This is an optimization exercise on Yosys and OpenROAD, whose aim is small area, a short achievable clock period and few clock cycles per item, not a production implementation.
In this exercise RTL edits were held to simulation tests only and were not proved equivalent to the original.

$ cat flow/run.sh
#!/bin/bash
# synth_recipe.tcl (not shown) runs the flow's synth.tcl, then flattens the netlist and writes it again
# the make line also repeats each setting of config.mk as NAME=value (left out here)
make -C /OpenROAD-flow-scripts/flow DESIGN_CONFIG=/design/flow/config.mk WORK_HOME=/design/flow/orfs CLKGATE_MAP_FILE= SYNTH_SCRIPT=/design/flow/synth_recipe.tcl finish
$ cat flow/config.mk
export PLATFORM = sky130hd
export DESIGN_NAME = path_option_payoff
export DESIGN_NICKNAME = path_option_payoff
export VERILOG_FILES = /design/flow/design.v
export SDC_FILE = /design/flow/constraint.sdc
export NUM_CORES = 4
export LEC_CHECK = 0
export CAP_MARGIN = 20
export CORE_MARGIN = 2
export CORE_UTILIZATION = 40
export SLEW_MARGIN = 20
$ cat flow/constraint.sdc
create_clock -name core_clock -period 11.0 [get_ports {clk_i}]
set_input_delay 2.2000 -clock core_clock [delete_from_list [all_inputs] [get_ports {clk_i}]]
set_output_delay 2.2000 -clock core_clock [all_outputs]
set_load 0.01 [all_outputs]
$ cat flow/design.v
package pop_pkg;
  localparam int PriceW     = 32;
  localparam int DiscW      = 17;
  localparam int ModeW      = 2;
  localparam int CfgIdxW    = 2;
  localparam int CfgDataW   = 32;
  localparam int MaxPathLen = 1024;
  typedef enum logic [ModeW-1:0] {
    PopCall     = 2'd0,
    PopLookback = 2'd1,
    PopBarrier  = 2'd2,
    PopCompound = 2'd3
  } pop_mode_e;
  typedef enum logic [CfgIdxW-1:0] {
    RegPayoffMode     = 2'd0,
    RegStrikeLevel    = 2'd1,
    RegSecondLevel    = 2'd2,
    RegDiscountFactor = 2'd3
  } pop_reg_e;
  typedef enum logic [2:0] {
    StIdle,
    StLbMul,
    StLbSub,
    StDisc,
    StRound,
    StDivPrep,
    StDiv,
    StCmp
  } pop_state_e;
endpackage
module path_option_payoff #(
  parameter int MAX_PATH_LEN = pop_pkg::MaxPathLen
) (
  input  logic                       clk_i,
  input  logic                       rst_ni,
  input  logic                       sample_valid_i,
  output logic                       sample_ready_o,
  input  logic [pop_pkg::PriceW-1:0] sample_price_i,
  input  logic                       sample_last_i,
  output logic                       result_valid_o,
  input  logic                       result_ready_i,
  output logic [pop_pkg::PriceW-1:0] result_payoff_o,
  output logic                       result_crossed_o,
  input  logic                       cfg_valid_i,
  output logic                       cfg_ready_o,
  input  logic [pop_pkg::CfgIdxW-1:0] cfg_index_i,
  input  logic [pop_pkg::CfgDataW-1:0] cfg_data_i
);
  localparam int PriceW = pop_pkg::PriceW;
  localparam int DiscW  = pop_pkg::DiscW;
  localparam int CntW   = $clog2(MAX_PATH_LEN + 1);
  localparam int SumW   = PriceW + CntW;
  localparam int NumW   = SumW + 1;
  localparam int StepW  = $clog2(NumW + 1);
  localparam int MulAW  = PriceW + 1;
  localparam int ProdW  = 2 * PriceW;
  logic [pop_pkg::ModeW-1:0] mode_q;
  logic [PriceW-1:0]     strike_q;
  logic [PriceW-1:0]     second_q;
  logic [DiscW-1:0]      disc_q;
  logic [PriceW-1:0]     min_q, min_d;
  logic                  crossed_q, crossed_d;
  logic [SumW-1:0]       sum_q, sum_d;
  logic [CntW-1:0]       cnt_q, cnt_d;
  pop_pkg::pop_state_e   state_q, state_d;
  logic [pop_pkg::ModeW-1:0] lmode_q;
  logic [PriceW-1:0]     fin_q;
  logic [PriceW-1:0]     lmin_q;
  logic [MulAW-1:0]      a_q;
  logic [ProdW-1:0]      prod_q;
  logic [NumW-1:0]       quo_q;
  logic [CntW-1:0]       rem_q;
  logic [CntW-1:0]       div_q;
  logic [StepW-1:0]      step_q;
  logic                  cr_q;
  logic                  out_valid_q;
  logic [PriceW-1:0]     out_pay_q;
  logic                  out_cr_q;
  logic                  smp_acc;
  logic                  last_acc;
  logic                  out_load;
  logic [PriceW-1:0]     x;
  logic                  above;
  logic [PriceW-1:0]     excess;
  logic [MulAW-1:0]      mul_a;
  logic [PriceW-1:0]     mul_b;
  logic [ProdW:0]        mul_p;
  logic [ProdW-1:0]      fin_w;
  logic [ProdW-1:0]      lb_e;
  logic [ProdW-1:0]      lb_er;
  logic [ProdW-1:0]      rnd;
  logic [CntW:0]         rem_sh;
  logic [CntW:0]         rem_diff;
  logic                  div_ge;
  logic [NumW-1:0]       strike_x;
  logic [NumW-1:0]       cmp_diff;
  assign x        = sample_price_i;
  assign sample_ready_o = (state_q == pop_pkg::StIdle);
  assign smp_acc  = sample_valid_i && sample_ready_o;
  assign last_acc = smp_acc && sample_last_i;
  assign cfg_ready_o = 1'b1;
  assign above  = (x > second_q);
  assign excess = above ? (x - second_q) : '0;
  always_ff @(posedge clk_i or negedge rst_ni) begin
    if (!rst_ni) begin
      mode_q   <= pop_pkg::PopCall;
      strike_q <= '0;
      second_q <= '0;
      disc_q   <= DiscW'(65536);
    end else if (cfg_valid_i && cfg_ready_o) begin
      case (cfg_index_i)
        pop_pkg::RegPayoffMode:     mode_q   <= cfg_data_i[1:0];
        pop_pkg::RegStrikeLevel:    strike_q <= cfg_data_i[PriceW-1:0];
        pop_pkg::RegSecondLevel:    second_q <= cfg_data_i[PriceW-1:0];
        pop_pkg::RegDiscountFactor: disc_q   <= cfg_data_i[DiscW-1:0];
        default: ;
      endcase
    end
  end
  always_comb begin
    min_d     = (x < min_q) ? x : min_q;
    crossed_d = crossed_q | above;
    sum_d     = sum_q;
    cnt_d     = cnt_q;
    if (cnt_q < CntW'(MAX_PATH_LEN)) begin
      sum_d = sum_q + SumW'(excess);
      cnt_d = cnt_q + CntW'(1);
    end
  end
  always_ff @(posedge clk_i or negedge rst_ni) begin
    if (!rst_ni) begin
      min_q     <= '1;
      crossed_q <= 1'b0;
      sum_q     <= '0;
      cnt_q     <= '0;
    end else if (last_acc) begin
      min_q     <= '1;
      crossed_q <= 1'b0;
      sum_q     <= '0;
      cnt_q     <= '0;
    end else if (smp_acc) begin
      min_q     <= min_d;
      crossed_q <= crossed_d;
      sum_q     <= sum_d;
      cnt_q     <= cnt_d;
    end
  end
  always_ff @(posedge clk_i or negedge rst_ni) begin
    if (!rst_ni) begin
      state_q <= pop_pkg::StIdle;
    end else begin
      state_q <= state_d;
    end
  end
  always_comb begin
    state_d  = state_q;
    out_load = 1'b0;
    case (state_q)
      pop_pkg::StIdle: begin
        if (last_acc) begin
          case (mode_q)
            pop_pkg::PopLookback: state_d = pop_pkg::StLbMul;
            pop_pkg::PopCompound: state_d = pop_pkg::StDivPrep;
            default:              state_d = pop_pkg::StDisc;
          endcase
        end
      end
      pop_pkg::StLbMul:   state_d = pop_pkg::StLbSub;
      pop_pkg::StLbSub:   state_d = pop_pkg::StDisc;
      pop_pkg::StDisc:    state_d = pop_pkg::StRound;
      pop_pkg::StDivPrep: state_d = pop_pkg::StDiv;
      pop_pkg::StDiv: begin
        if (step_q == StepW'(NumW - 1)) begin
          state_d = pop_pkg::StCmp;
        end
      end
      pop_pkg::StRound, pop_pkg::StCmp: begin
        if (!out_valid_q || result_ready_i) begin
          out_load = 1'b1;
          state_d  = pop_pkg::StIdle;
        end
      end
      default: state_d = pop_pkg::StIdle;
    endcase
  end
  always_comb begin
    if (state_q == pop_pkg::StLbMul) begin
      mul_a = MulAW'(lmin_q);
      mul_b = second_q;
    end else begin
      mul_a = a_q;
      mul_b = PriceW'(disc_q);
    end
    mul_p = (ProdW + 1)'(mul_a) * (ProdW + 1)'(mul_b);
    fin_w = {16'b0, fin_q, 16'b0};
    lb_e  = (fin_w > prod_q) ? (fin_w - prod_q) : '0;
    lb_er = lb_e + ProdW'(32768);
    rnd = prod_q + ProdW'(32768);
    rem_sh   = {rem_q, quo_q[NumW-1]};
    rem_diff = rem_sh - {1'b0, div_q};
    div_ge   = (rem_sh >= {1'b0, div_q});
    strike_x = NumW'(strike_q);
    cmp_diff = strike_x - quo_q;
  end
  always_ff @(posedge clk_i) begin
    case (state_q)
      pop_pkg::StIdle: begin
        if (last_acc) begin
          lmode_q <= mode_q;
          fin_q   <= x;
          lmin_q  <= min_d;
          cr_q    <= crossed_d;
          if ((mode_q == pop_pkg::PopBarrier) && crossed_d) begin
            a_q <= '0;
          end else begin
            a_q <= (x > strike_q) ? MulAW'(x - strike_q) : '0;
          end
          quo_q <= {1'b0, sum_d};
          div_q <= (cnt_d == '0) ? CntW'(1) : cnt_d;
        end
      end
      pop_pkg::StLbMul: prod_q <= mul_p[ProdW-1:0];
      pop_pkg::StLbSub: a_q    <= lb_er[16 +: MulAW];
      pop_pkg::StDisc:  prod_q <= mul_p[ProdW-1:0];
      pop_pkg::StDivPrep: begin
        quo_q <= quo_q + NumW'(div_q >> 1);
        rem_q <= '0;
      end
      pop_pkg::StDiv: begin
        rem_q <= div_ge ? rem_diff[CntW-1:0] : rem_sh[CntW-1:0];
        quo_q <= {quo_q[NumW-2:0], div_ge};
      end
      default: ;
    endcase
  end
  always_ff @(posedge clk_i or negedge rst_ni) begin
    if (!rst_ni) begin
      step_q <= '0;
    end else if (state_q == pop_pkg::StDiv) begin
      step_q <= step_q + StepW'(1);
    end else begin
      step_q <= '0;
    end
  end
  always_ff @(posedge clk_i or negedge rst_ni) begin
    if (!rst_ni) begin
      out_valid_q <= 1'b0;
    end else if (out_load) begin
      out_valid_q <= 1'b1;
    end else if (result_ready_i) begin
      out_valid_q <= 1'b0;
    end
  end
  always_ff @(posedge clk_i) begin
    if (out_load) begin
      out_pay_q <= (state_q == pop_pkg::StCmp)
                   ? ((strike_x > quo_q) ? cmp_diff[PriceW-1:0] : '0)
                   : ((|rnd[ProdW-1:PriceW+16]) ? '1 : rnd[16 +: PriceW]);
      out_cr_q  <= cr_q;
    end
  end
  assign result_valid_o   = out_valid_q;
  assign result_payoff_o  = out_pay_q;
  assign result_crossed_o = out_cr_q;
endmodule
==> run summary <==
Synth Instances 7049; Synth warnings 1; max capacitance violation total 0; # setup viols final 0; data required time of the worst path 11360 ps; via count of the routed design 51600; Setup Crit Path Kind register to register; Root Buffer clkbuf_16; PortBufs 106; max frequency 95.4 MHz; Hold Fails Final Rpt 0; RR Endpoint prod_q[59]; Reg2Reg Depth 33; largest net degree at the start of global routing 97; clock-pin slew on the worst setup and hold paths 70 ps; # clock sinks between 400 and 500; hold wc startpoint cr_q; Mean Syn Cell Area around 9 um2; H-Tree Depth 2; vias in the first global route 52800; wire length per cell about 24 um; cts-stage hold buffer count 0; Post-CTS Setup Inserts 0; Synth Flop Type edfxtp_1; die height 404 um; compound-gate portion of the synthesized area 11.1%; RR Startpoint state_q[0]; DRT Pass-1 Iters 6; mux share of post-synthesis cell area 2.81%; Die W between 400 and 500 um; gp weighted congestion 1.01; Syn Std Cell Area ~64000 um2; post-route setup TNS 0 ps; XOR/XNOR share of the synthesized area 4.40%; io pins 108; number of synthesized flops with an enable pin 261; register area share after synthesis 19.3%; largest family of logic cells by synthesized area adder cells; Setup crit start kind register; Antenna Nets Post-Route 0; post-layout min period roughly 10000 ps; Post-Synth Simple-Gate Area 15.1%; Critical Path Source state_q[0]; Avg Vias per Cell 5.57; GR Overflow Total 0; Starting Density 40.3%; first-pass GRT wire length 340000 um; Final Max Tran Viols 0; #FFs+latches synth 441; CP endpoint kind register; Final Net Count 8611; Rows 146; Die ar. between 150000 and 200000 um2; fin crit share 95.3%; adder-cell area share of the yosys netlist 38.4%; worst setup path endpoint prod_q[59]; Remaining DRCs 0; total CTS buffers 50; Worst path slowest cell mux2i_1; Max FO, Critical Path 32; fraction of layout cells with a size suffix above 1 ~7%; Worst-Skew Late Latency between 600 and 700 ps; initial antenna violation count 24; Hold Path Class register to register; Post-Route WL 226000 um; Relative slew margins just over 20%; Area growth, synth to finish 9.50%; Netlist cell types 98; Max clock buf depth 3; status no timing/DRC/antenna violations; initial DRC count 4451; ys async rst share 40.8%; Worst Path Arrival approximately 11000 ps; Reg2Reg Setup Slack 520 ps; Layout Cells excl Fill 9261; Total GRT Usage 27.9%; CTS tree yes; Cells after DPL 9153; Clock Skew 34.7 ps; DPL Wire Length around 190000 um; Worst-Margin Slew 1180 ps; RSZ-0062 raised after global routing false; core area between 150000 and 200000 um2; Slowest Stage Delay on Critical Path ~790 ps; CP dominant cell by count fa_1; post-CTS sizing 0
-- sequential cells by signal, summed over array words and instances, names as in the netlist, 17 cells and up --
register / flops
quo_q: 44
second_q: 32
min_q: 32
disc_q: 17
strike_q: 32
sum_q: 43
prod_q: 64
out_pay_q: 32
a_q: 33
fin_q: 32
lmin_q: 32
-- kinds of logic (layout without fill, tap and decap cells) --
kind of cell,Yosys count,count (layout)
AOI/OAI and AO/OA,1088,1088
xor gates and xnor gates,321,321
adders and majority gates,1405,1405
buffers and inverters,1514,1628
DFF,441,441
muxes,165,165
other,2,28
and+or+nand+nor,2113,2113
-- area by class of cell --
cell class	count	area [um2]
clock buffer	60	1340
tap	2072	2590
timing repair buffer	306	2610
inverter	1228	4610
fill	15500	88600
antenna	13	32.5
clock inverter	34	434
multi-input combinational	5107	46100
sequential	441	12400
-- synthesized netlist by cell type, types with 13 or more instances --
cell / count / area [um2]
inv_1: 1226 / 4600
fa_1: 931 / 18600
nand2_1: 900 / 3380
nor2_1: 537 / 2020
ha_1: 474 / 5930
clkbuf_1: 264 / 991
edfxtp_1: 261 / 7840
o21ai_0: 242 / 1210
a21oi_1: 236 / 1180
and3_1: 230 / 1440
xnor2_1: 210 / 1840
a21o_1: 192 / 1440
dfrtp_1: 147 / 3680
mux2_2: 116 / 1310
xor2_1: 110 / 963
nand3_1: 103 / 515
nor3_1: 61 / 305
nand4_1: 58 / 363
nor2b_1: 52 / 325
mux2i_1: 49 / 490
o22ai_1: 39 / 244
o21bai_1: 38 / 285
nand2b_1: 37 / 231
a31oi_1: 36 / 225
nor4_1: 34 / 213
dfstp_2: 33 / 867
o22a_1: 31 / 272
o21a_1: 28 / 210
o31ai_1: 25 / 188
and2_1: 23 / 144
a211oi_1: 21 / 158
a22o_1: 21 / 184
o21ai_1: 17 / 85.1
a21boi_0: 16 / 120
a22oi_1: 15 / 113
and4_1: 13 / 114
-- metal layers --
metal  global-route usage [%]  share of wire [%]  vias up
li1                         -                  -    23100
met1                     38.2                 42    26100
met2                     43.2                 44     1998
met3                     4.39                7.9      443
met4                     13.5                5.6       14
met5                        0              0.039        -
-- cell usage in the layout, fill, tap and decap left out, types with 147 or more instances in the layout --
cell / instances
a21o_1: 192
o21ai_0: 241
edfxtp_1: 261
nand2_1: 897
buf_4: 195
inv_1: 1225
nor2_1: 529
fa_1: 931
ha_1: 474
and3_1: 230
dfrtp_1: 147
a21oi_1: 235
xnor2_1: 210
-- per-stage QoR --
step	area, um2	utilization, %	hold slack (ps)	setup WS, ps
after global routing	70100	44.2	441	112
after CTS	70100	44.1	435	703
after floorplan	64100	-	400	593
final	70100	44.2	432	515
after global placement	68300	43.0	435	672
after detailed placement	68300	43.0	419	550
-- critical path, delay by kind of cell, from the launching register on --
family | cells | cell delay, ps
multiplexers | 1 | 790
XOR/XNOR | 1 | 160
AO/OA/AOI/OAI | 8 | 2350
flip-flops | 1 | 340
buffers and inverters | 9 | 1270
adder cells (fa/ha/maj) | 9 | 4500
AND/OR/NAND/NOR | 5 | 770
-- how the worst min path moves through the flow --
stage | cells after the start | endpoint
after CTS | 0 | out_cr_q
after floorplan | 0 | out_cr_q
after detailed placement | 0 | out_cr_q
after global routing | 0 | out_cr_q
after global placement | 0 | out_cr_q
final | 0 | out_cr_q
Testbench counts, summed over its fixed seeds: cycles 93,949, paths 2,560.

static timing again, ports no longer ideal:
The results above use ideal ports. As a check the final layout listed here was re-extracted and re-timed, cells and wires unchanged. Step 1 (the two cells are an assumption about what drives the block):
set clk [get_ports {clk_i}]
set_driving_cell -lib_cell sky130_fd_sc_hd__clkbuf_16 $clk
set_driving_cell -lib_cell sky130_fd_sc_hd__buf_2 [delete_from_list [all_inputs] $clk]
Step 2 adds t to the input delays and takes it off the output delays; t is the mean of the earliest and latest rising clock arrival at the registers after step 1. Input paths then give back, and output paths get back, about the clock's delay inside the block. Slacks: ideal ports / drivers / drivers and shift; pairs: ideal ports / drivers.
t, ns: 0.694
setup WS [ns]: 0.515 / 0.515 / 0.445
hold slack, ns: 0.432 / 0.432 / 0.432
After both steps this run still meets setup and hold. The setup slack of this run moves by 0.000 ns with the drivers and by -0.070 ns with both steps.
